Context: an optimization exercise on an open-source flow, tuned for small area and a short achievable clock period. The choices shown serve that exercise and are no tape-out recipe.
In this exercise RTL edits were held to simulation tests only and were not proved equivalent to the original.
Power and IR drop assume default switching activity.

## mul_simd_top
module mul_simd_top
(
   input  logic        clk,
   input  logic        rst_n,
   input  logic        in_valid,
   input  logic [1:0]  op,
   input  logic [31:0] a,
   input  logic [31:0] b,
   output logic        out_valid,
   output logic [63:0] result
);
clock: 9.5 ns
lec_check: 0
cap_margin: 20
core_margin: 2
core_utilization: 60
cts_buf_list: sky130_fd_sc_hd__clkbuf_8 sky130_fd_sc_hd__clkbuf_16
cts_cluster_diameter: 100
cts_cluster_size: 28
slew_margin: 20
standard.sh (not shown) runs the stock make flow with config.mk's settings and CLKGATE_MAP_FILE= SYNTH_SCRIPT=/design/flow/synth_recipe.tcl, a recipe that flattens the netlist after the stock synthesis.
==> flow/flow/run.sh <==
#!/bin/bash
# Own layout flow: the standard synthesis unchanged, then
#  - (if POLARITY=1) flow/polarity.py removes inverters between full-adder
#    cells of the synthesized netlist by choosing each adder's polarity
#    (registers, ports and the function are unchanged),
#  - the standard ORFS steps with a few resizer settings changed (knobs.sh):
#    port buffers are buf cells (the default pick is a slow delay buffer),
#    the resizer may swap cells across footprints, and repair_timing aims for
#    extra setup slack.
# Each step's full output goes to a log file in this folder.
set -euo pipefail
cd "$(dirname "$0")/.."
source flow/knobs.sh
R=orfs/results/sky130hd/mul_simd_top/base
bash standard.sh synth > flow_synth.log 2>&1
if [[ "${POLARITY:-0}" == 1 ]]; then
  cp $R/1_2_yosys.v flow_synth_netlist.v
  python3 flow/polarity.py $R/1_2_yosys.v > flow_polarity.log 2>&1
  rm -f $R/1_synth.odb $R/1_synth.sdc
fi
bash standard.sh "${KNOBS[@]}" finish > flow_layout.log 2>&1
==> flow/flow/knobs.sh <==
POLARITY=1
KNOBS=(
  MATCH_CELL_FOOTPRINT=0
  "BUFFER_PORTS_ARGS=-buffer_cell sky130_fd_sc_hd__buf_2"
  SETUP_SLACK_MARGIN=5.5
)
Other scripts of this flow, unchanged in this note and not shown: flow/flow/polarity.py
Change:
==> flow/flow/knobs.sh (replaced) <==
POLARITY=1
KNOBS=(
  MATCH_CELL_FOOTPRINT=0
  "BUFFER_PORTS_ARGS=-buffer_cell sky130_fd_sc_hd__buf_2"
  SETUP_SLACK_MARGIN=5.7
)
--- a/flow/config.mk
+++ b/flow/config.mk
@@ -12,3 +12,4 @@
 export CTS_CLUSTER_DIAMETER = 100
-export CTS_CLUSTER_SIZE = 28
+export CTS_CLUSTER_SIZE = 24
+export GPL_ROUTABILITY_DRIVEN = 0
 export SLEW_MARGIN = 20
The changed run completed without violations.
Worst hold slack barely changes.
Count of clock-buffer cells in the layout increases by 2.
Maximum frequency is about the same.
Worst setup slack improves by 0.010 ns.
Clock power increases by a few percent.
First-iteration DRC count increases slightly.
Change:
==> flow/flow/knobs.sh (replaced) <==
POLARITY=1
KNOBS=(
  MATCH_CELL_FOOTPRINT=0
  "BUFFER_PORTS_ARGS=-buffer_cell sky130_fd_sc_hd__buf_2"
  SETUP_SLACK_MARGIN=5.5
)
--- a/flow/config.mk
+++ b/flow/config.mk
@@ -13,3 +13,2 @@
 export CTS_CLUSTER_SIZE = 24
-export GPL_ROUTABILITY_DRIVEN = 0
 export SLEW_MARGIN = 20
Outcome: The new run produced a clean layout. Final cell count decreases by 1.8%. Worst hold slack hardly moves. Via count went down by 0.70%.
Change:
==> flow/flow/knobs.sh (replaced) <==
POLARITY=1
KNOBS=(
  MATCH_CELL_FOOTPRINT=0
  "BUFFER_PORTS_ARGS=-buffer_cell sky130_fd_sc_hd__buf_2"
  SETUP_SLACK_MARGIN=5.55
)
--- a/flow/config.mk
+++ b/flow/config.mk
@@ -13,2 +13,3 @@
 export CTS_CLUSTER_SIZE = 24
+export GPL_ROUTABILITY_DRIVEN = 0
 export SLEW_MARGIN = 20
Outcome:
- The changed run produced a clean layout
- hold slack barely changes
- wire length goes down by about 1.4%
- clock skew hardly moves
- total power goes up by 1.5%
- register-to-register slack is about the same
- combinational power came out higher by about 2%
- global-route usage fell by 0.39 points
- utilization climbs by 0.37 points

--- another note on this design; it stands on its own ---

// mul_simd_top
module mul_simd_top
(
   input  logic        clk,
   input  logic        rst_n,
   input  logic        in_valid,
   input  logic [1:0]  op,
   input  logic [31:0] a,
   input  logic [31:0] b,
   output logic        out_valid,
   output logic [63:0] result
);
Size: about 2100 cells after synthesis, roughly 0.021 mm² of cells after synthesis.
export LEC_CHECK = 0
export CAP_MARGIN = 20
export CORE_MARGIN = 2
export CORE_UTILIZATION = 60
export CTS_BUF_LIST = sky130_fd_sc_hd__clkbuf_8 sky130_fd_sc_hd__clkbuf_16
export CTS_CLUSTER_DIAMETER = 100
export CTS_CLUSTER_SIZE = 24
export SLEW_MARGIN = 20
create_clock -name core_clock -period 9.5 [get_ports {clk}]
standard.sh (not shown) runs the stock make flow with config.mk's settings and CLKGATE_MAP_FILE= SYNTH_SCRIPT=/design/flow/synth_recipe.tcl, a recipe that flattens the netlist after the stock synthesis.
==> flow/flow/run.sh <==
#!/bin/bash
# Own layout flow: the standard synthesis unchanged, then
#  - (if POLARITY=1) flow/polarity.py removes inverters between full-adder
#    cells of the synthesized netlist by choosing each adder's polarity
#    (registers, ports and the function are unchanged),
#  - the standard ORFS steps with a few resizer settings changed (knobs.sh):
#    port buffers are buf cells (the default pick is a slow delay buffer),
#    the resizer may swap cells across footprints, and repair_timing aims for
#    extra setup slack.
# Each step's full output goes to a log file in this folder.
set -euo pipefail
cd "$(dirname "$0")/.."
source flow/knobs.sh
R=orfs/results/sky130hd/mul_simd_top/base
bash standard.sh synth > flow_synth.log 2>&1
if [[ "${POLARITY:-0}" == 1 ]]; then
  cp $R/1_2_yosys.v flow_synth_netlist.v
  python3 flow/polarity.py $R/1_2_yosys.v > flow_polarity.log 2>&1
  rm -f $R/1_synth.odb $R/1_synth.sdc
fi
bash standard.sh "${KNOBS[@]}" finish > flow_layout.log 2>&1
==> flow/flow/knobs.sh <==
POLARITY=1
KNOBS=(
  MATCH_CELL_FOOTPRINT=0
  "BUFFER_PORTS_ARGS=-buffer_cell sky130_fd_sc_hd__buf_2"
  SETUP_SLACK_MARGIN=5.35
)
Other scripts of this flow, unchanged in this note and not shown: flow/flow/polarity.py
Then changed:
==> flow/flow/knobs.sh (replaced) <==
POLARITY=1
KNOBS=(
  MATCH_CELL_FOOTPRINT=0
  "BUFFER_PORTS_ARGS=-buffer_cell sky130_fd_sc_hd__buf_2"
  SETUP_SLACK_MARGIN=5.45
)
Effect:
- The changed run passed the timing, DRC and antenna checks
- first-iteration DRC count fell by 2.4%
- non-clock buffer count is unchanged
- final cell count is about the same
- area after synthesis is unchanged
- utilization goes up by 0.78 points
- final area grows by 1.2%
- clock power rises by 9.9%
- wire length goes up by 1.2%
- hold slack is worse by 0.0032 ns
- fmax went up by 1.8%
- combinational power rises by about 3%
Then changed:
==> flow/flow/knobs.sh (replaced) <==
POLARITY=1
KNOBS=(
  MATCH_CELL_FOOTPRINT=0
  "BUFFER_PORTS_ARGS=-buffer_cell sky130_fd_sc_hd__buf_2"
  SETUP_SLACK_MARGIN=5.35
)
GPL_ROUTABILITY_DRIVEN = 0   (was not set)
=> Global-route usage goes down by 0.42 points. Worst setup slack degrades by 0.041 ns. Routed wire length drops by about 1.1%. Final area decreases by 1.0%.

what the ideal ports hide:
How much do the figures lean on ideal ports? The routed layouts below were timed once more, with nothing changed but the port constraints. Step 1, drivers: a clkbuf_16 drives clk and a buf_2 each remaining input, both assumed. Step 2 also shifts input and output timing later by t, the mid clock arrival at the registers, as if the neighbouring blocks saw the same clock. a / b / c = no drivers / after step 1 / after step 2; a / b = the first two.
run | shift t [ns] | slack for setup (ns) | worst slew at a driven data input, ns
the first run of note 1 | 0.571 | 5.512 / 5.458 / 5.284 | 0.06
the second run of note 1 | 0.558 | 5.523 / 5.469 / 5.430 | 0.06
the third run of note 1 | 0.562 | 5.522 / 5.469 / 5.316 | 0.06
the fourth run of note 1 | 0.562 | 5.510 / 5.455 / 5.186 | 0.05
the first run of note 2 | 0.555 | 5.423 / 5.404 / 5.423 | 0.06
the second run of note 2 | 0.577 | 5.494 / 5.440 / 5.330 | 0.06
the third run of note 2 | 0.576 | 5.453 / 5.397 / 5.322 | 0.05
After both steps setup and hold are still met in every run listed. For the fourth run of note 1, which loses most, drivers alone change the setup slack by -0.055 ns; drivers and shift together by -0.324 ns.
